This is an optimization exercise on Yosys and OpenROAD, whose aim is small area and a short achievable clock period, not a production implementation. Function was checked by simulation only, so behaviour that the tests miss may differ from the original. Power is estimated from default activity; no workload was simulated.

## flow/design.v (module list and top-level ports; edited modules follow where they fit)
// module sa_mac_pe: 1095 lines
// module sa_sel: 3 lines
// module sa_fa: 4 lines
// module sa_fa1: 4 lines
// module sa_ha: 4 lines
// module systolic_gemm_engine: 124 lines
module systolic_gemm_engine #(
   parameter int ROWS = 4,
   parameter int COLS = 4,
   parameter int DW   = 8,
   parameter int AW   = 20
) (
   input  logic                 clk,
   input  logic                 rst,
   input  logic                 w_valid,
   output logic                 w_ready,
   input  logic [COLS*DW-1:0]   w_data,
   input  logic                 a_valid,
   output logic                 a_ready,
   input  logic                 a_last,
   input  logic [ROWS*DW-1:0]   a_data,
   output logic                 out_valid,
   output logic [COLS*AW-1:0]   out_data,
   output logic                 busy
);
  // ...
==> flow/run.sh <==
#!/bin/bash
# synth_recipe.tcl (not shown) runs the flow's synth.tcl, then flattens the netlist and writes it again
# the make line also repeats each setting of config.mk as NAME=value (left out here)
make -C /OpenROAD-flow-scripts/flow DESIGN_CONFIG=/design/flow/config.mk WORK_HOME=/design/flow/orfs CLKGATE_MAP_FILE= SYNTH_SCRIPT=/design/flow/synth_recipe.tcl finish
==> flow/config.mk <==
export PLATFORM = sky130hd
export DESIGN_NAME = systolic_gemm_engine
export DESIGN_NICKNAME = systolic_gemm_engine
export VERILOG_FILES = /design/flow/design.v
export SDC_FILE = /design/flow/constraint.sdc
export NUM_CORES = 4
export LEC_CHECK = 0
export CAP_MARGIN = 20
export CORE_MARGIN = 2
export CORE_UTILIZATION = 40
export CTS_CLUSTER_DIAMETER = 100
export CTS_CLUSTER_SIZE = 24
export SETUP_SLACK_MARGIN = 4.9
export SLEW_MARGIN = 20
export SYNTH_HIERARCHICAL = 1
export SYNTH_MINIMUM_KEEP_SIZE = 0
export TNS_END_PERCENT = 0
==> flow/constraint.sdc <==
create_clock -name core_clock -period 8.0 [get_ports {clk}]
set_input_delay 1.6000 -clock core_clock [delete_from_list [all_inputs] [get_ports {clk}]]
set_output_delay 1.6000 -clock core_clock [all_outputs]
set_load 0.01 [all_outputs]
==> run_results.csv, run 1 <==
group,metric,value,unit
run_status,status,"no timing/DRC/antenna violations",
cts,cts_tree,"yes",
finish,clk_share,3.118,%
pwr,maxPowerGroup,"combinational cells",
pwr,p_comb,14.2,mW
placed_design,portBuffers,152,
finish,nNonClkInverters,132,
timing,max_freq,0.3140,GHz
pwr,clkPwrFrac,11.4,%
finish,multi_input_gates,2466,
finish,regMostFlops,"r_a",
global_routing,grt_pass1_vias,30010,
detailed_routing,drt_wl_total,122200,um
cts,cts_num_sinks,738,
worst_setup_path,path_buf_inv,1,
worst_setup_path,crit_start,"r_a_ready$_SDFFE_PP0P_",
logic_synthesis,ys_seq_area_share,38.57,%
logic_synthesis,ys_ff_latch,738,
pwr,switchingPower,9.785,mW
worst_setup_path,cp_max_fo,5,
finish,multi_input_area_share,52.63,%
cts,root_buffer,"clkbuf_16",
pwr,seq_power_share,24.5,%
finish,seq_area_share,34.66,%
detailed_routing,vias,29900,
logic_synthesis,synthMuxAreaShare,0.2074,%
finish,clkbuf_count,56,
floorplanning,dieWidth,326.6,um
timing,finClkSkew,0.04025,ns
finish,largest_register_ffs,160,
==> run 2, diff against run 1 <==
--- a/flow/design.v
+++ b/flow/design.v
@@ -492,42 +492,42 @@
    logic s473;
    logic c474;
    logic s475;
    logic c476;
    logic s477;
    logic c478;
    logic s479;
    logic c480;
-   logic q481;
-   logic q482;
-   logic q483;
-   logic q484;
-   logic q485;
-   logic q486;
-   logic q487;
-   logic q488;
-   logic q489;
-   logic q490;
-   logic q491;
-   logic q492;
-   logic q493;
-   logic q494;
-   logic q495;
-   logic q496;
-   logic q497;
-   logic q498;
-   logic q499;
-   logic q500;
-   logic q501;
-   logic q502;
-   logic q503;
-   logic q504;
-   logic q505;
-   logic q506;
+   logic s481;
+   logic c482;
+   logic s483;
+   logic c484;
+   logic s485;
+   logic c486;
+   logic s487;
+   logic c488;
+   logic s489;
+   logic c490;
+   logic s491;
+   logic c492;
+   logic s493;
+   logic c494;
+   logic s495;
+   logic c496;
+   logic s497;
+   logic c498;
+   logic s499;
+   logic c500;
+   logic s501;
+   logic c502;
+   logic s503;
+   logic c504;
+   logic s505;
+   logic c506;
    logic q507;
    logic q508;
    logic q509;
    logic q510;
    logic q511;
    logic q512;
    logic q513;
    logic q514;
@@ -553,24 +553,24 @@
    logic q534;
    logic q535;
    logic q536;
    logic q537;
    logic q538;
    logic q539;
    logic q540;
    logic q541;
-   logic s542;
-   logic c543;
-   logic s544;
-   logic c545;
-   logic s546;
-   logic c547;
-   logic s548;
-   logic c549;
+   logic q542;
+   logic q543;
+   logic q544;
+   logic q545;
+   logic q546;
+   logic q547;
+   logic q548;
+   logic q549;
    logic s550;
    logic c551;
    logic s552;
    logic c553;
    logic s554;
    logic c555;
    logic s556;
    logic c557;
@@ -597,34 +597,16 @@
    logic s578;
    logic c579;
    logic s580;
    logic c581;
    logic s582;
    logic c583;
    logic s584;
    logic c585;
-   logic s586;
-   logic c587;
-   logic s588;
-   logic c589;
-   logic s590;
-   logic c591;
-   logic s592;
-   logic c593;
-   logic s594;
-   logic c595;
-   logic s596;
-   logic c597;
-   logic s598;
-   logic c599;
-   logic s600;
-   logic c601;
-   logic s602;
-   logic c603;
    logic [17:0] w_a, w_b;
    sa_sel u_x2 (.s1(i_sel[0]), .w1(i_wa[0]), .s2(i_sel[1]), .w2(i_wb[0]), .x(x2));
    assign pp1 = ~(x2 | (i_sel[2] & i_ws[0]));
    sa_sel u_x4 (.s1(i_sel[0]), .w1(i_wa[1]), .s2(i_sel[1]), .w2(i_wb[1]), .x(x4));
    assign pp3 = ~(x4 | (i_sel[2] & i_ws[1]));
    sa_sel u_x6 (.s1(i_sel[0]), .w1(i_wa[2]), .s2(i_sel[1]), .w2(i_wb[2]), .x(x6));
    assign pp5 = ~(x6 | (i_sel[2] & i_ws[2]));
    sa_sel u_x8 (.s1(i_sel[0]), .w1(i_wa[3]), .s2(i_sel[1]), .w2(i_wb[3]), .x(x8));
@@ -904,209 +886,190 @@
    sa_sel u_x282 (.s1(i_sel[45]), .w1(i_wa[13]), .s2(i_sel[46]), .w2(i_wb[13]), .x(x282));
    assign pp281 = (x282 | (i_sel[47] & i_ws[14]));
    sa_sel u_x284 (.s1(i_sel[45]), .w1(i_wa[14]), .s2(i_sel[46]), .w2(i_wb[14]), .x(x284));
    assign pp283 = (x284 | (i_sel[47] & i_ws[15]));
    sa_sel u_x286 (.s1(i_sel[45]), .w1(i_wa[15]), .s2(i_sel[46]), .w2(i_wb[15]), .x(x286));
    assign pp285 = (x286 | (i_sel[47] & i_ws[16]));
    sa_sel u_x288 (.s1(i_sel[45]), .w1(i_wa[15]), .s2(i_sel[46]), .w2(i_wb[15]), .x(x288));
    assign pp287 = ~(x288 | (i_sel[47] & i_ws[17]));
-   sa_fa u_s289 (.a(pp13), .b(pp29), .c(pp45), .s(s289), .co(c290));
-   sa_fa u_s291 (.a(pp15), .b(pp31), .c(pp47), .s(s291), .co(c292));
-   sa_fa u_s293 (.a(pp63), .b(pp79), .c(pp95), .s(s293), .co(c294));
-   sa_ha u_s295 (.a(pp111), .b(pp127), .s(s295), .co(c296));
-   sa_fa u_s297 (.a(pp17), .b(pp33), .c(pp49), .s(s297), .co(c298));
-   sa_fa u_s299 (.a(pp65), .b(pp81), .c(pp97), .s(s299), .co(c300));
-   sa_fa u_s301 (.a(pp113), .b(pp129), .c(pp161), .s(s301), .co(c302));
-   sa_fa u_s303 (.a(pp35), .b(pp51), .c(pp67), .s(s303), .co(c304));
-   sa_fa u_s305 (.a(pp83), .b(pp99), .c(pp115), .s(s305), .co(c306));
-   sa_ha u_s307 (.a(pp131), .b(pp179), .s(s307), .co(c308));
-   sa_fa u_s309 (.a(pp53), .b(pp69), .c(pp85), .s(s309), .co(c310));
-   sa_fa u_s311 (.a(pp9), .b(pp25), .c(pp41), .s(s311), .co(c312));
-   sa_fa u_s313 (.a(pp11), .b(pp27), .c(pp43), .s(s313), .co(c314));
-   sa_fa u_s315 (.a(pp59), .b(pp75), .c(pp91), .s(s315), .co(c316));
-   sa_ha u_s317 (.a(pp155), .b(pp171), .s(s317), .co(c318));
+   sa_fa1 u_s289 (.a(pp1), .b(pp145), .s(s289), .co(c290));
+   sa_fa u_s291 (.a(pp3), .b(pp19), .c(pp147), .s(s291), .co(c292));
+   sa_fa u_s293 (.a(pp5), .b(pp21), .c(pp37), .s(s293), .co(c294));
+   sa_fa u_s295 (.a(pp149), .b(pp165), .c(pp181), .s(s295), .co(c296));
+   sa_fa u_s297 (.a(pp7), .b(pp23), .c(pp39), .s(s297), .co(c298));
+   sa_fa u_s299 (.a(pp55), .b(pp151), .c(pp167), .s(s299), .co(c300));
+   sa_fa1 u_s301 (.a(pp183), .b(pp199), .s(s301), .co(c302));
+   sa_fa u_s303 (.a(pp9), .b(pp25), .c(pp41), .s(s303), .co(c304));
+   sa_fa u_s305 (.a(pp57), .b(pp73), .c(pp153), .s(s305), .co(c306));
+   sa_fa u_s307 (.a(pp169), .b(pp185), .c(pp201), .s(s307), .co(c308));
+   sa_fa u_s309 (.a(pp11), .b(pp27), .c(pp43), .s(s309), .co(c310));
+   sa_fa u_s311 (.a(pp59), .b(pp75), .c(pp91), .s(s311), .co(c312));
+   sa_fa u_s313 (.a(pp155), .b(pp171), .c(pp187), .s(s313), .co(c314));
+   sa_fa u_s315 (.a(pp203), .b(pp219), .c(pp235), .s(s315), .co(c316));
+   sa_fa u_s317 (.a(pp13), .b(pp29), .c(pp45), .s(s317), .co(c318));
    sa_fa u_s319 (.a(pp61), .b(pp77), .c(pp93), .s(s319), .co(c320));
    sa_fa u_s321 (.a(pp109), .b(pp157), .c(pp173), .s(s321), .co(c322));
    sa_fa u_s323 (.a(pp189), .b(pp205), .c(pp221), .s(s323), .co(c324));
-   sa_ha u_s325 (.a(pp237), .b(pp253), .s(s325), .co(c326));
-   sa_fa u_s327 (.a(pp159), .b(pp175), .c(pp191), .s(s327), .co(c328));
-   sa_fa u_s329 (.a(pp207), .b(pp223), .c(pp239), .s(s329), .co(c330));
-   sa_fa1 u_s331 (.a(pp255), .b(pp271), .s(s331), .co(c332));
-   sa_fa u_s333 (.a(s291), .b(s293), .c(s295), .s(s333), .co(c334));
-   sa_fa u_s335 (.a(pp177), .b(pp193), .c(pp209), .s(s335), .co(c336));
-   sa_fa u_s337 (.a(pp225), .b(pp241), .c(pp257), .s(s337), .co(c338));
-   sa_fa u_s339 (.a(pp273), .b(s297), .c(s299), .s(s339), .co(c340));
-   sa_fa u_s341 (.a(s301), .b(c292), .c(c294), .s(s341), .co(c342));
-   sa_fa u_s343 (.a(pp195), .b(pp211), .c(pp227), .s(s343), .co(c344));
-   sa_fa u_s345 (.a(pp243), .b(pp259), .c(pp275), .s(s345), .co(c346));
-   sa_fa1 u_s347 (.a(s303), .b(s305), .s(s347), .co(c348));
-   sa_fa u_s349 (.a(s307), .b(c298), .c(c300), .s(s349), .co(c350));
-   sa_fa u_s351 (.a(pp101), .b(pp117), .c(pp133), .s(s351), .co(c352));
-   sa_fa u_s353 (.a(pp197), .b(pp213), .c(pp229), .s(s353), .co(c354));
-   sa_fa u_s355 (.a(pp245), .b(pp261), .c(pp277), .s(s355), .co(c356));
-   sa_fa u_s357 (.a(s309), .b(c304), .c(c306), .s(s357), .co(c358));
-   sa_fa u_s359 (.a(pp71), .b(pp87), .c(pp103), .s(s359), .co(c360));
-   sa_fa u_s361 (.a(pp119), .b(pp135), .c(pp215), .s(s361), .co(c362));
-   sa_fa u_s363 (.a(pp231), .b(pp247), .c(pp263), .s(s363), .co(c364));
-   sa_fa u_s365 (.a(pp89), .b(pp105), .c(pp121), .s(s365), .co(c366));
-   sa_ha u_s367 (.a(pp5), .b(pp21), .s(s367), .co(c368));
-   sa_fa u_s369 (.a(pp7), .b(pp23), .c(pp39), .s(s369), .co(c370));
-   sa_fa u_s371 (.a(pp55), .b(pp151), .c(pp167), .s(s371), .co(c372));
-   sa_fa u_s373 (.a(pp57), .b(pp73), .c(pp153), .s(s373), .co(c374));
-   sa_fa u_s375 (.a(pp169), .b(pp185), .c(pp201), .s(s375), .co(c376));
-   assign s377 = ~pp217;
-   assign c378 = pp217;
-   sa_fa u_s379 (.a(pp187), .b(pp203), .c(pp219), .s(s379), .co(c380));
-   sa_fa1 u_s381 (.a(pp235), .b(s313), .s(s381), .co(c382));
-   sa_fa u_s383 (.a(s315), .b(s317), .c(c312), .s(s383), .co(c384));
-   sa_fa1 u_s385 (.a(s289), .b(s319), .s(s385), .co(c386));
-   sa_fa u_s387 (.a(s321), .b(s323), .c(s325), .s(s387), .co(c388));
-   sa_fa u_s389 (.a(c314), .b(c316), .c(c318), .s(s389), .co(c390));
-   sa_fa u_s391 (.a(c290), .b(s327), .c(s329), .s(s391), .co(c392));
-   sa_fa u_s393 (.a(s331), .b(s333), .c(c320), .s(s393), .co(c394));
-   sa_fa u_s395 (.a(c322), .b(c324), .c(c326), .s(s395), .co(c396));
-   sa_fa u_s397 (.a(c296), .b(s335), .c(s337), .s(s397), .co(c398));
-   sa_fa u_s399 (.a(s339), .b(s341), .c(c328), .s(s399), .co(c400));
-   sa_fa u_s401 (.a(c330), .b(c332), .c(c334), .s(s401), .co(c402));
-   sa_fa u_s403 (.a(c302), .b(s343), .c(s345), .s(s403), .co(c404));
-   sa_fa u_s405 (.a(s347), .b(s349), .c(c336), .s(s405), .co(c406));
-   sa_fa u_s407 (.a(c338), .b(c340), .c(c342), .s(s407), .co(c408));
-   sa_fa u_s409 (.a(c308), .b(s351), .c(s353), .s(s409), .co(c410));
-   sa_fa u_s411 (.a(s355), .b(s357), .c(c344), .s(s411), .co(c412));
-   sa_fa u_s413 (.a(c346), .b(c348), .c(c350), .s(s413), .co(c414));
-   sa_fa u_s415 (.a(pp279), .b(c310), .c(s359), .s(s415), .co(c416));
-   sa_fa u_s417 (.a(s361), .b(s363), .c(c352), .s(s417), .co(c418));
-   sa_fa u_s419 (.a(c354), .b(c356), .c(c358), .s(s419), .co(c420));
-   sa_fa u_s421 (.a(pp137), .b(pp233), .c(pp249), .s(s421), .co(c422));
-   sa_fa u_s423 (.a(pp265), .b(pp281), .c(s365), .s(s423), .co(c424));
-   sa_fa u_s425 (.a(c360), .b(c362), .c(c364), .s(s425), .co(c426));
-   sa_fa u_s427 (.a(pp107), .b(pp123), .c(pp139), .s(s427), .co(c428));
-   sa_fa u_s429 (.a(pp251), .b(pp267), .c(pp283), .s(s429), .co(c430));
-   sa_fa u_s431 (.a(pp37), .b(pp149), .c(pp165), .s(s431), .co(c432));
-   sa_fa1 u_s433 (.a(pp183), .b(pp199), .s(s433), .co(c434));
-   sa_ha u_s435 (.a(s369), .b(s371), .s(s435), .co(c436));
-   sa_fa u_s437 (.a(s311), .b(s373), .c(s375), .s(s437), .co(c438));
-   sa_fa u_s439 (.a(s377), .b(c370), .c(c372), .s(s439), .co(c440));
-   sa_fa u_s441 (.a(s379), .b(s381), .c(s383), .s(s441), .co(c442));
-   sa_fa u_s443 (.a(c374), .b(c376), .c(c378), .s(s443), .co(c444));
-   sa_fa u_s445 (.a(s385), .b(s387), .c(s389), .s(s445), .co(c446));
-   sa_fa u_s447 (.a(c380), .b(c382), .c(c384), .s(s447), .co(c448));
-   sa_fa u_s449 (.a(s391), .b(s393), .c(s395), .s(s449), .co(c450));
-   sa_fa u_s451 (.a(c386), .b(c388), .c(c390), .s(s451), .co(c452));
-   sa_fa u_s453 (.a(s397), .b(s399), .c(s401), .s(s453), .co(c454));
-   sa_fa u_s455 (.a(c392), .b(c394), .c(c396), .s(s455), .co(c456));
-   sa_fa u_s457 (.a(s403), .b(s405), .c(s407), .s(s457), .co(c458));
-   sa_fa u_s459 (.a(c398), .b(c400), .c(c402), .s(s459), .co(c460));
+   sa_fa1 u_s325 (.a(pp237), .b(pp253), .s(s325), .co(c326));
+   sa_fa u_s327 (.a(pp15), .b(pp31), .c(pp47), .s(s327), .co(c328));
+   sa_fa u_s329 (.a(pp63), .b(pp79), .c(pp95), .s(s329), .co(c330));
+   sa_fa u_s331 (.a(pp111), .b(pp127), .c(pp159), .s(s331), .co(c332));
+   sa_fa u_s333 (.a(pp175), .b(pp191), .c(pp207), .s(s333), .co(c334));
+   sa_fa u_s335 (.a(pp223), .b(pp239), .c(pp255), .s(s335), .co(c336));
+   sa_fa u_s337 (.a(pp17), .b(pp33), .c(pp49), .s(s337), .co(c338));
+   sa_fa u_s339 (.a(pp65), .b(pp81), .c(pp97), .s(s339), .co(c340));
+   sa_fa u_s341 (.a(pp113), .b(pp129), .c(pp161), .s(s341), .co(c342));
+   sa_fa u_s343 (.a(pp177), .b(pp193), .c(pp209), .s(s343), .co(c344));
+   sa_fa u_s345 (.a(pp225), .b(pp241), .c(pp257), .s(s345), .co(c346));
+   sa_fa u_s347 (.a(pp35), .b(pp51), .c(pp67), .s(s347), .co(c348));
+   sa_fa u_s349 (.a(pp83), .b(pp99), .c(pp115), .s(s349), .co(c350));
+   sa_fa u_s351 (.a(pp131), .b(pp179), .c(pp195), .s(s351), .co(c352));
+   sa_fa u_s353 (.a(pp211), .b(pp227), .c(pp243), .s(s353), .co(c354));
+   sa_fa1 u_s355 (.a(pp259), .b(pp275), .s(s355), .co(c356));
+   sa_fa u_s357 (.a(pp53), .b(pp69), .c(pp85), .s(s357), .co(c358));
+   sa_fa u_s359 (.a(pp101), .b(pp117), .c(pp133), .s(s359), .co(c360));
+   sa_fa u_s361 (.a(pp197), .b(pp213), .c(pp229), .s(s361), .co(c362));
+   sa_fa u_s363 (.a(pp245), .b(pp261), .c(pp277), .s(s363), .co(c364));
+   sa_fa u_s365 (.a(pp71), .b(pp87), .c(pp103), .s(s365), .co(c366));
+   sa_fa u_s367 (.a(pp119), .b(pp135), .c(pp215), .s(s367), .co(c368));
+   sa_fa u_s369 (.a(pp231), .b(pp247), .c(pp263), .s(s369), .co(c370));
+   sa_fa u_s371 (.a(pp89), .b(pp105), .c(pp121), .s(s371), .co(c372));
+   sa_fa u_s373 (.a(pp137), .b(pp233), .c(pp249), .s(s373), .co(c374));
+   sa_fa u_s375 (.a(pp107), .b(pp123), .c(pp139), .s(s375), .co(c376));
+   sa_fa u_s377 (.a(pp251), .b(pp267), .c(pp283), .s(s377), .co(c378));
+   sa_fa u_s379 (.a(pp125), .b(pp141), .c(pp269), .s(s379), .co(c380));
+   sa_fa u_s381 (.a(pp163), .b(c290), .c(s291), .s(s381), .co(c382));
+   sa_fa1 u_s383 (.a(c292), .b(s293), .s(s383), .co(c384));
+   sa_fa u_s385 (.a(c294), .b(c296), .c(s297), .s(s385), .co(c386));
+   sa_fa1 u_s387 (.a(pp217), .b(c298), .s(s387), .co(c388));
+   sa_fa u_s389 (.a(c300), .b(c302), .c(s303), .s(s389), .co(c390));
+   sa_fa1 u_s391 (.a(c304), .b(c306), .s(s391), .co(c392));
+   sa_fa u_s393 (.a(c308), .b(s309), .c(s311), .s(s393), .co(c394));
+   sa_fa u_s395 (.a(c310), .b(c312), .c(c314), .s(s395), .co(c396));
+   sa_fa u_s397 (.a(c316), .b(s317), .c(s319), .s(s397), .co(c398));
+   sa_fa u_s399 (.a(s321), .b(s323), .c(s325), .s(s399), .co(c400));
+   sa_fa1 u_s401 (.a(pp271), .b(c318), .s(s401), .co(c402));
+   sa_fa u_s403 (.a(c320), .b(c322), .c(c324), .s(s403), .co(c404));
+   sa_fa u_s405 (.a(c326), .b(s327), .c(s329), .s(s405), .co(c406));
+   sa_fa u_s407 (.a(s331), .b(s333), .c(s335), .s(s407), .co(c408));
+   sa_fa u_s409 (.a(pp273), .b(c328), .c(c330), .s(s409), .co(c410));
+   sa_fa u_s411 (.a(c332), .b(c334), .c(c336), .s(s411), .co(c412));
+   sa_fa u_s413 (.a(s337), .b(s339), .c(s341), .s(s413), .co(c414));
+   sa_fa u_s415 (.a(c338), .b(c340), .c(c342), .s(s415), .co(c416));
+   sa_fa u_s417 (.a(c344), .b(c346), .c(s347), .s(s417), .co(c418));
+   sa_fa u_s419 (.a(s349), .b(s351), .c(s353), .s(s419), .co(c420));
+   sa_fa u_s421 (.a(c348), .b(c350), .c(c352), .s(s421), .co(c422));
+   sa_fa u_s423 (.a(c354), .b(c356), .c(s357), .s(s423), .co(c424));
+   sa_fa u_s425 (.a(s359), .b(s361), .c(s363), .s(s425), .co(c426));
+   sa_fa u_s427 (.a(pp279), .b(c358), .c(c360), .s(s427), .co(c428));
+   sa_fa u_s429 (.a(c362), .b(c364), .c(s365), .s(s429), .co(c430));
+   sa_fa u_s431 (.a(pp265), .b(pp281), .c(c366), .s(s431), .co(c432));
+   sa_fa u_s433 (.a(c368), .b(c370), .c(s371), .s(s433), .co(c434));
+   sa_fa u_s435 (.a(c372), .b(c374), .c(s375), .s(s435), .co(c436));
+   sa_fa u_s437 (.a(pp285), .b(c376), .c(c378), .s(s437), .co(c438));
+   sa_fa u_s439 (.a(pp143), .b(pp287), .c(c380), .s(s439), .co(c440));
+   sa_fa u_s441 (.a(s295), .b(c382), .c(s383), .s(s441), .co(c442));
+   sa_fa u_s443 (.a(s299), .b(s301), .c(c384), .s(s443), .co(c444));
+   sa_fa u_s445 (.a(s305), .b(s307), .c(c386), .s(s445), .co(c446));
+   sa_fa u_s447 (.a(s313), .b(s315), .c(c388), .s(s447), .co(c448));
+   sa_fa u_s449 (.a(c390), .b(s391), .c(s393), .s(s449), .co(c450));
+   sa_fa u_s451 (.a(c392), .b(c394), .c(s395), .s(s451), .co(c452));
+   sa_fa u_s453 (.a(c396), .b(c398), .c(c400), .s(s453), .co(c454));
+   sa_fa u_s455 (.a(s401), .b(s403), .c(s405), .s(s455), .co(c456));
+   sa_fa u_s457 (.a(s343), .b(s345), .c(c402), .s(s457), .co(c458));
+   sa_fa u_s459 (.a(c404), .b(c406), .c(c408), .s(s459), .co(c460));
    sa_fa u_s461 (.a(s409), .b(s411), .c(s413), .s(s461), .co(c462));
-   sa_fa u_s463 (.a(c404), .b(c406), .c(c408), .s(s463), .co(c464));
-   sa_fa u_s465 (.a(s415), .b(s417), .c(s419), .s(s465), .co(c466));
-   sa_fa u_s467 (.a(c410), .b(c412), .c(c414), .s(s467), .co(c468));
+   sa_fa u_s463 (.a(s355), .b(c410), .c(c412), .s(s463), .co(c464));
+   sa_fa u_s465 (.a(c414), .b(s415), .c(s417), .s(s465), .co(c466));
+   sa_fa u_s467 (.a(c416), .b(c418), .c(c420), .s(s467), .co(c468));
    sa_fa u_s469 (.a(s421), .b(s423), .c(s425), .s(s469), .co(c470));
-   sa_fa u_s471 (.a(c416), .b(c418), .c(c420), .s(s471), .co(c472));
-   sa_fa u_s473 (.a(c366), .b(s427), .c(s429), .s(s473), .co(c474));
-   sa_fa u_s475 (.a(c422), .b(c424), .c(c426), .s(s475), .co(c476));
-   sa_fa u_s477 (.a(pp125), .b(pp141), .c(pp269), .s(s477), .co(c478));
-   sa_fa u_s479 (.a(pp285), .b(c428), .c(c430), .s(s479), .co(c480));
-   sa_ha u_s542 (.a(q483), .b(q484), .s(s542), .co(c543));
-   sa_fa1 u_s544 (.a(q487), .b(q488), .s(s544), .co(c545));
-   sa_fa u_s546 (.a(q490), .b(q491), .c(q492), .s(s546), .co(c547));
-   sa_fa u_s548 (.a(q494), .b(q495), .c(q496), .s(s548), .co(c549));
-   sa_fa u_s550 (.a(q498), .b(q499), .c(q500), .s(s550), .co(c551));
-   sa_fa u_s552 (.a(q502), .b(q503), .c(q504), .s(s552), .co(c553));
-   sa_fa u_s554 (.a(q506), .b(q507), .c(q508), .s(s554), .co(c555));
-   sa_fa u_s556 (.a(q510), .b(q511), .c(q512), .s(s556), .co(c557));
-   sa_fa u_s558 (.a(q514), .b(q515), .c(q516), .s(s558), .co(c559));
-   sa_fa u_s560 (.a(q518), .b(q519), .c(q520), .s(s560), .co(c561));
-   sa_fa u_s562 (.a(q522), .b(q523), .c(q524), .s(s562), .co(c563));
-   sa_fa u_s564 (.a(q526), .b(q527), .c(q528), .s(s564), .co(c565));
-   sa_fa u_s566 (.a(q530), .b(q531), .c(q532), .s(s566), .co(c567));
-   sa_fa u_s568 (.a(q534), .b(q535), .c(q536), .s(s568), .co(c569));
-   sa_fa u_s570 (.a(q538), .b(q539), .c(q540), .s(s570), .co(c571));
-   sa_ha u_s572 (.a(q481), .b(q482), .s(s572), .co(c573));
-   sa_fa u_s574 (.a(q485), .b(q486), .c(s542), .s(s574), .co(c575));
-   sa_fa u_s576 (.a(q489), .b(s544), .c(c543), .s(s576), .co(c577));
-   sa_fa u_s578 (.a(q493), .b(s546), .c(c545), .s(s578), .co(c579));
-   sa_fa u_s580 (.a(q497), .b(s548), .c(c547), .s(s580), .co(c581));
-   sa_fa u_s582 (.a(q501), .b(s550), .c(c549), .s(s582), .co(c583));
-   sa_fa u_s584 (.a(q505), .b(s552), .c(c551), .s(s584), .co(c585));
-   sa_fa u_s586 (.a(q509), .b(s554), .c(c553), .s(s586), .co(c587));
-   sa_fa u_s588 (.a(q513), .b(s556), .c(c555), .s(s588), .co(c589));
-   sa_fa u_s590 (.a(q517), .b(s558), .c(c557), .s(s590), .co(c591));
-   sa_fa u_s592 (.a(q521), .b(s560), .c(c559), .s(s592), .co(c593));
-   sa_fa u_s594 (.a(q525), .b(s562), .c(c561), .s(s594), .co(c595));
-   sa_fa u_s596 (.a(q529), .b(s564), .c(c563), .s(s596), .co(c597));
-   sa_fa u_s598 (.a(q533), .b(s566), .c(c565), .s(s598), .co(c599));
-   sa_fa u_s600 (.a(q537), .b(s568), .c(c567), .s(s600), .co(c601));
-   sa_fa u_s602 (.a(q541), .b(s570), .c(c569), .s(s602), .co(c603));
+   sa_fa u_s471 (.a(s367), .b(s369), .c(c422), .s(s471), .co(c472));
+   sa_fa u_s473 (.a(c424), .b(c426), .c(s427), .s(s473), .co(c474));
+   sa_fa u_s475 (.a(s373), .b(c428), .c(c430), .s(s475), .co(c476));
+   sa_fa u_s477 (.a(s377), .b(c432), .c(c434), .s(s477), .co(c478));
+   sa_fa u_s479 (.a(s379), .b(c436), .c(s437), .s(s479), .co(c480));
+   sa_fa u_s481 (.a(s385), .b(c442), .c(s443), .s(s481), .co(c482));
+   sa_fa u_s483 (.a(s387), .b(s389), .c(c444), .s(s483), .co(c484));
+   sa_fa u_s485 (.a(c446), .b(s447), .c(s449), .s(s485), .co(c486));
+   sa_fa u_s487 (.a(s397), .b(s399), .c(c448), .s(s487), .co(c488));
+   sa_fa u_s489 (.a(s407), .b(c452), .c(s453), .s(s489), .co(c490));
+   sa_fa u_s491 (.a(c454), .b(c456), .c(s457), .s(s491), .co(c492));
+   sa_fa u_s493 (.a(s419), .b(c458), .c(c460), .s(s493), .co(c494));
+   sa_fa u_s495 (.a(c462), .b(s463), .c(s465), .s(s495), .co(c496));
+   sa_fa u_s497 (.a(c464), .b(c466), .c(s467), .s(s497), .co(c498));
+   sa_fa u_s499 (.a(s429), .b(c468), .c(c470), .s(s499), .co(c500));
+   sa_fa u_s501 (.a(s431), .b(s433), .c(c472), .s(s501), .co(c502));
+   sa_fa u_s503 (.a(s435), .b(c476), .c(s477), .s(s503), .co(c504));
+   sa_fa u_s505 (.a(c438), .b(s439), .c(c480), .s(s505), .co(c506));
+   sa_ha u_s550 (.a(q516), .b(q517), .s(s550), .co(c551));
+   sa_ha u_s552 (.a(q520), .b(q521), .s(s552), .co(c553));
+   sa_fa u_s554 (.a(q523), .b(q524), .c(q525), .s(s554), .co(c555));
+   sa_ha u_s556 (.a(q527), .b(q528), .s(s556), .co(c557));
+   sa_fa u_s558 (.a(q530), .b(q531), .c(q532), .s(s558), .co(c559));
+   sa_fa u_s560 (.a(q534), .b(q535), .c(q536), .s(s560), .co(c561));
+   sa_fa u_s562 (.a(q538), .b(q539), .c(q540), .s(s562), .co(c563));
+   sa_ha u_s564 (.a(q511), .b(q512), .s(s564), .co(c565));
+   sa_ha u_s566 (.a(q514), .b(q515), .s(s566), .co(c567));
+   sa_fa u_s568 (.a(q518), .b(q519), .c(s550), .s(s568), .co(c569));
+   sa_fa u_s570 (.a(q522), .b(s552), .c(c551), .s(s570), .co(c571));
+   sa_fa u_s572 (.a(q526), .b(s554), .c(c553), .s(s572), .co(c573));
+   sa_fa u_s574 (.a(q529), .b(s556), .c(c555), .s(s574), .co(c575));
+   sa_fa u_s576 (.a(q533), .b(s558), .c(c557), .s(s576), .co(c577));
+   sa_fa u_s578 (.a(q537), .b(s560), .c(c559), .s(s578), .co(c579));
+   sa_fa u_s580 (.a(q541), .b(s562), .c(c561), .s(s580), .co(c581));
+   sa_fa u_s582 (.a(q542), .b(q543), .c(c563), .s(s582), .co(c583));
+   sa_fa u_s584 (.a(q544), .b(q545), .c(q546), .s(s584), .co(c585));
    always_ff @(posedge clk) begin
-      q481 <= pp1;
-      q482 <= pp145;
-      q483 <= pp3;
-      q484 <= pp19;
-      q485 <= pp147;
-      q486 <= pp163;
-      q487 <= pp181;
-      q488 <= s367;
-      q489 <= s431;
-      q490 <= c368;
-      q491 <= s433;
-      q492 <= s435;
-      q493 <= c432;
-      q494 <= s437;
-      q495 <= s439;
-      q496 <= c434;
-      q497 <= c436;
-      q498 <= s441;
-      q499 <= s443;
-      q500 <= c438;
-      q501 <= c440;
-      q502 <= s445;
-      q503 <= s447;
-      q504 <= c442;
-      q505 <= c444;
-      q506 <= s449;
-      q507 <= s451;
-      q508 <= c446;
-      q509 <= c448;
-      q510 <= s453;
-      q511 <= s455;
-      q512 <= c450;
-      q513 <= c452;
-      q514 <= s457;
-      q515 <= s459;
-      q516 <= c454;
-      q517 <= c456;
-      q518 <= s461;
-      q519 <= s463;
-      q520 <= c458;
-      q521 <= c460;
-      q522 <= s465;
-      q523 <= s467;
-      q524 <= c462;
-      q525 <= c464;
-      q526 <= s469;
-      q527 <= s471;
-      q528 <= c466;
-      q529 <= c468;
-      q530 <= s473;
-      q531 <= s475;
-      q532 <= c470;
-      q533 <= c472;
-      q534 <= s477;
-      q535 <= s479;
-      q536 <= c474;
-      q537 <= c476;
-      q538 <= pp143;
-      q539 <= pp287;
-      q540 <= c478;
-      q541 <= c480;
+      q507 <= s289;
+      q508 <= s381;
+      q509 <= s441;
+      q510 <= s481;
+      q511 <= s445;
+      q512 <= c482;
+      q513 <= s483;
+      q514 <= c484;
+      q515 <= s485;
+      q516 <= c450;
+      q517 <= s451;
+      q518 <= c486;
+      q519 <= s487;
+      q520 <= s455;
+      q521 <= c488;
+      q522 <= s489;
+      q523 <= s459;
+      q524 <= s461;
+      q525 <= c490;
+      q526 <= s491;
+      q527 <= c492;
+      q528 <= s493;
+      q529 <= s495;
+      q530 <= s469;
+      q531 <= c494;
+      q532 <= c496;
+      q533 <= s497;
+      q534 <= s471;
+      q535 <= s473;
+      q536 <= c498;
+      q537 <= s499;
+      q538 <= c474;
+      q539 <= s475;
+      q540 <= c500;
+      q541 <= s501;
+      q542 <= c502;
+      q543 <= s503;
+      q544 <= c478;
+      q545 <= s479;
+      q546 <= c504;
+      q547 <= s505;
+      q548 <= c440;
+      q549 <= c506;
    end
-   assign w_a = {1'b1, c571, s602, s600, s598, s596, s594, s592, s590, s588, s586, s584, s582, s580, s578, s576, s574, 1'b1};
-   assign w_b = {1'b0, c603, c601, c599, c597, c595, c593, c591, c589, c587, c585, c583, c581, c579, c577, c575, c573, s572};
+   assign w_a = {1'b1, q548, q547, s584, s582, s580, s578, s576, s574, s572, s570, s568, s566, q513, q510, q509, q508, q507};
+   assign w_b = {1'b0, q549, c585, c583, c581, c579, c577, c575, c573, c571, c569, c567, c565, s564, 1'b0, 1'b0, 1'b0, 1'b0};
    always_ff @(posedge clk) o_res <= ~(w_a + w_b);
 endmodule
 module sa_sel (input logic s1, w1, s2, w2, output logic x);
    assign x = (s1 & w1) | (s2 & w2);
 endmodule
 module sa_fa (input logic a, b, c, output logic s, co);
    assign s  = a ^ b ^ c;
    assign co = (a & b) | (a & c) | (b & c);
==> run 2 against run 1 <==
Still clean; die area down 5.7%; clock skew shrank 0.013 ns; synthesized area shrank 5.7%; synthesized cell count shrank 5.3%; count of clock-buffer cells in the layout is 5 lower; sequential share of layout area is 1.3 points lower; wire length is 1.4% higher; combinational power fell by about 30%; final area shrank 5.1%; core utilization grew 0.50 points; register-to-register slack worse by 0.02 ns; sequential cell count shrank 72; critical path type is now reg2reg.
==> run_results.csv, run 2 <==
group,metric,value,unit
worst_setup_path,end_kind,"flop",
worst_setup_path,startpoint_type,"flop",
logic_synthesis,synthFlopType,"dfxtp_1",
worst_setup_path,path_buf_inv,1,
global_routing,grt_pass1_wl,182900,um
global_routing,grt-ovfl-total,0,
timing,setup_slack,4.797,ns
worst_hold_path,hold_class,"reg2reg",
finish,largest_register_ffs,160,
timing,relSlewSlack,31.71,%
logic_synthesis,yosysWarnings,11,
cts,cts_max_level,2,
finish,diodes,0,
timing,slew_viol_final,0,
detailed_routing,viasPerCell,6.085,
floorplanning,die_area,100600,um^2
worst_setup_path,cp.required,8.50,ns
worst_setup_path,r2r_end,"g_col[3].u_pe.q526$_DFF_P_",
placed_design,place_area,42040,um^2
cts,cts_hold_buf,0,
logic_synthesis,async_reset_ff_share,0,%
global_routing,track_usage,24.02,%
worst_setup_path,r2r.worst_path.cells,7,
detailed_routing,drt_wl_total,123800,um
timing,finalSetupViolCount,0,
worst_setup_path,slowest_stage,"dfxtp_4",
worst_setup_path,cp_max_fo,19,
logic_synthesis,yosysTopAreaCellShare,27.45,%
pwr,p_leak,18.01,nW
cts,cts_num_sinks,666,
detailed_routing,route.detailed.drc,0,
floorplanning,initial_core_util,40.45,%
run_status,status,"no timing/DRC/antenna violations",
placed_design,place_inst,4617,
detailed_routing,dr.pass1.iters,6,
worst_setup_path,crit_start,"r_sel[9]$_DFF_P_",
finish,stdcell_count,4732,
logic_synthesis,synth_area,39240,um^2
worst_setup_path,arrival,3.70,ns
timing,finClkSkew,0.02727,ns
placed_design,preCtsSetupSlack,4.354,ns
finish,fin_area,44060,um^2
logic_synthesis,yosys-top-cells-count,"a22o_1 (576), a21oi_1 (539), dfxtp_1 (538)",
detailed_routing,vias,28800,
floorplanning,core,96990,um^2
finish,multi_input_area,23400,um^2
finish,drive_gt1_share,5.816,%
logic_synthesis,synth_edf_count,128,
floorplanning,fp.dieH,317.2,um
cts,root_buffer,"clkbuf_16",
finish,nets,4139,
floorplanning,dieWidth,317.2,um
global_routing,grt_pass1_vias,28920,
detailed_routing,drt-initial-drc-count,2723,
logic_synthesis,synth_cell_types,59,
finish,mostFrequentLayoutCells,"a22o_1 (576), a21oi_1 (539), dfxtp_1 (515)",
worst_setup_path,crit_family,"adder cells",
worst_setup_path,slowest_delay,0.61,ns
cts,clock_path_buffers,3,
cts,clk_pin_slew,0.10,ns
worst_setup_path,cp.depth,7,
finish,syn2layout_area_growth,12.30,%
detailed_routing,route.antenna.remaining_nets,0,
timing,setup_tns,0,ns
pwr,power.density,393.5,nW/um^2
finish,seqCellArea,14700,um^2
detailed_routing,routedWlPerCell,26.17,um
worst_setup_path,reg2reg_from,"r_sel[9]$_DFF_P_",
timing,finalCritPeriodShare,40.03,%
timing,rsz0062_at_grt,"true",
logic_synthesis,ys_ff_latch,666,
global_routing,grt_antenna_before_repair,3,
logic_synthesis,yosysTopAreaCell,"dfxtp_1",
cts,cts_tree,"yes",
worst_setup_path,crit_top_cell,"fa_1",
worst_setup_path,endpoint,"g_col[3].u_pe.q526$_DFF_P_",
logic_synthesis,synth.area.top_cells,"dfxtp_1 (27%), fa_1 (24%), a22o_1 (13%)",
placed_design,portBuffers,152,
finish,regMostFlops,"r_a",
logic_synthesis,avgSynthCellArea,11.87,um^2
logic_synthesis,netlist_instances,3306,
worst_setup_path,crit_type,"reg2reg",
cts,clk_latency,0.64,ns
placed_design,gp_congestion,0.8518,
pwr,ir_drop,0.3424,mV
logic_synthesis,ys_seq_area_share,37.24,%
finish,reg_top3,"r_a x160, r_w x128",
worst_hold_path,holdPathStages,0,
logic_synthesis,yosysMostFrequentCell,"a22o_1",
logic_synthesis,syn_nets,4016,
placed_design,dp_hpwl,78970,um
pwr,finalPower,17.34,mW
timing,period_minus_slack,3.203,ns
timing,max_freq,0.3123,GHz
finish,layout_commonest_cell,"a22o_1",
timing,worstMarginPinSlew,1.024,ns
global_routing,grt_max_degree,37,
flow_run,maxCapViolations,0,
cts,cts_buffers,39,
floorplanning,io_pins,153,
worst_setup_path,path_cells,"buf_12, a22o_1, a21oi_1, fa_1, fa_1, fa_1, fa_1",
timing,hold_violations,0,
finish,nFillCells,9045,
floorplanning,row_count,114,
worst_setup_path,reg2reg_setup_slack,4.80,ns
[run 2: metrics by stage]
stage          util (%)  hold slack [ns]
5_1_grt           45.43           0.3284
3_3_place_gp      43.34           0.3096
4_1_cts           44.86           0.3243
3_5_place_dp      43.34           0.3121
6_report          45.43           0.3209
2_1_floorplan         -           0.3096
[run 2: report_power, final]
group | total [mW] | internal (mW) | switching, mW
clock | 2.29 | 1.03 | 1.26
combinational | 10.0 | 4.63 | 5.41
sequential | 5.01 | 4.40 | 0.608
total | 17.3 | 10.1 | 7.28
[run 2: kinds of logic (layout without fill, tap and decap cells)]
family | Yosys count | count (layout) | synth area share (%)
and+or+nand+nor | 192 | 192 | 2.746
AOI/OAI and AO/OA | 1406 | 1406 | 25.60
DFF | 666 | 666 | 37.24
muxes | 8 | 8 | 0.2200
xor gates and xnor gates | 75 | 75 | 1.674
buffers and inverters | 318 | 468 | 3.122
adders and majority gates | 641 | 641 | 29.39
[run 2: metal layers]
metal	part of all wire (%)	vias up	wire (um)	GRT usage, %
met1	41	14250	50280	32.37
met5	0	-	0	0.2367
met4	4.7	0	5874	10.58
met3	10	353	12420	5.028
met2	45	1763	55260	37.37
li1	-	12430	-	-
[run 2: per-module statistics from Yosys, one instance, submodules excluded]
| module | times used | cells inside |
|---|---|---|
| systolic_gemm_engine | 1 | 818 |
| sa_mac_pe | 4 | 319 |
| sa_ha | 20 | 1 |
| sa_sel | 576 | 1 |
| sa_fa | 456 | 1 |
| sa_fa1 | 32 | 5 |
[run 2: worst min-delay path by stage]
stage | from | end | slack [ns]
2_1_floorplan | r_a[0][0]$_DFF_P_ | r_a[1][0]$_DFF_P_ | 0.31
3_3_place_gp | r_a[1][13]$_DFF_P_ | r_a[2][13]$_DFF_P_ | 0.31
3_5_place_dp | r_a[2][24]$_DFF_P_ | r_a[3][24]$_DFF_P_ | 0.31
4_1_cts | r_a[0][8]$_DFF_P_ | r_a[1][8]$_DFF_P_ | 0.32
5_1_grt | r_a[3][23]$_DFF_P_ | r_a[4][23]$_DFF_P_ | 0.33
6_report | r_a[0][8]$_DFF_P_ | r_a[1][8]$_DFF_P_ | 0.32
[run 2: cell type report]
cell class,instances,area share (%)
clock inverters,17,0.4629
well taps,1276,3.623
inverters,168,1.431
multi-input cells,2322,53.12
clock buffers,51,2.507
repair buffers,232,5.509
flip-flops and latches,666,33.35
[run 2: worst register-to-register path: stages (launching register included)]
cell     delay, ns
dfxtp_4       0.61
buf_12        0.28
a22o_1        0.18
a21oi_1       0.07
fa_1          0.59
fa_1          0.46
fa_1          0.42
fa_1          0.47
[run 2: timing repair]
action / 4_1_cts / 5_1_grt
buffers inserted: 8 / 39
endpoints found under the setup margin: 175 / 153
gates resized for setup: 32 / 20

-- what the ideal ports hide --
Ports are ideal in the flow. The routed layouts listed here were re-timed in OpenROAD. Step 1, drivers: a clkbuf_16 drives clk and a buf_2 each remaining input, both assumed. Step 2 also shifts input and output timing later by t, the mid clock arrival at the registers, as if the neighbouring blocks saw the same clock. Slacks: no drivers / after step 1 / after step 2; pairs: no drivers / after step 1.
run	t, ns	setup slack, ns	worst register clock-pin slew, ns	pins driven straight from the clock port
run 1	0.734	4.815 / 4.743 / 4.388	0.10 / 0.10	1
run 2	0.691	4.797 / 4.786 / 4.428	0.11 / 0.11	1
After both steps every run listed still meets setup and hold. For run 1, which loses most, drivers alone change the setup slack by -0.072 ns; drivers and shift together by -0.427 ns.
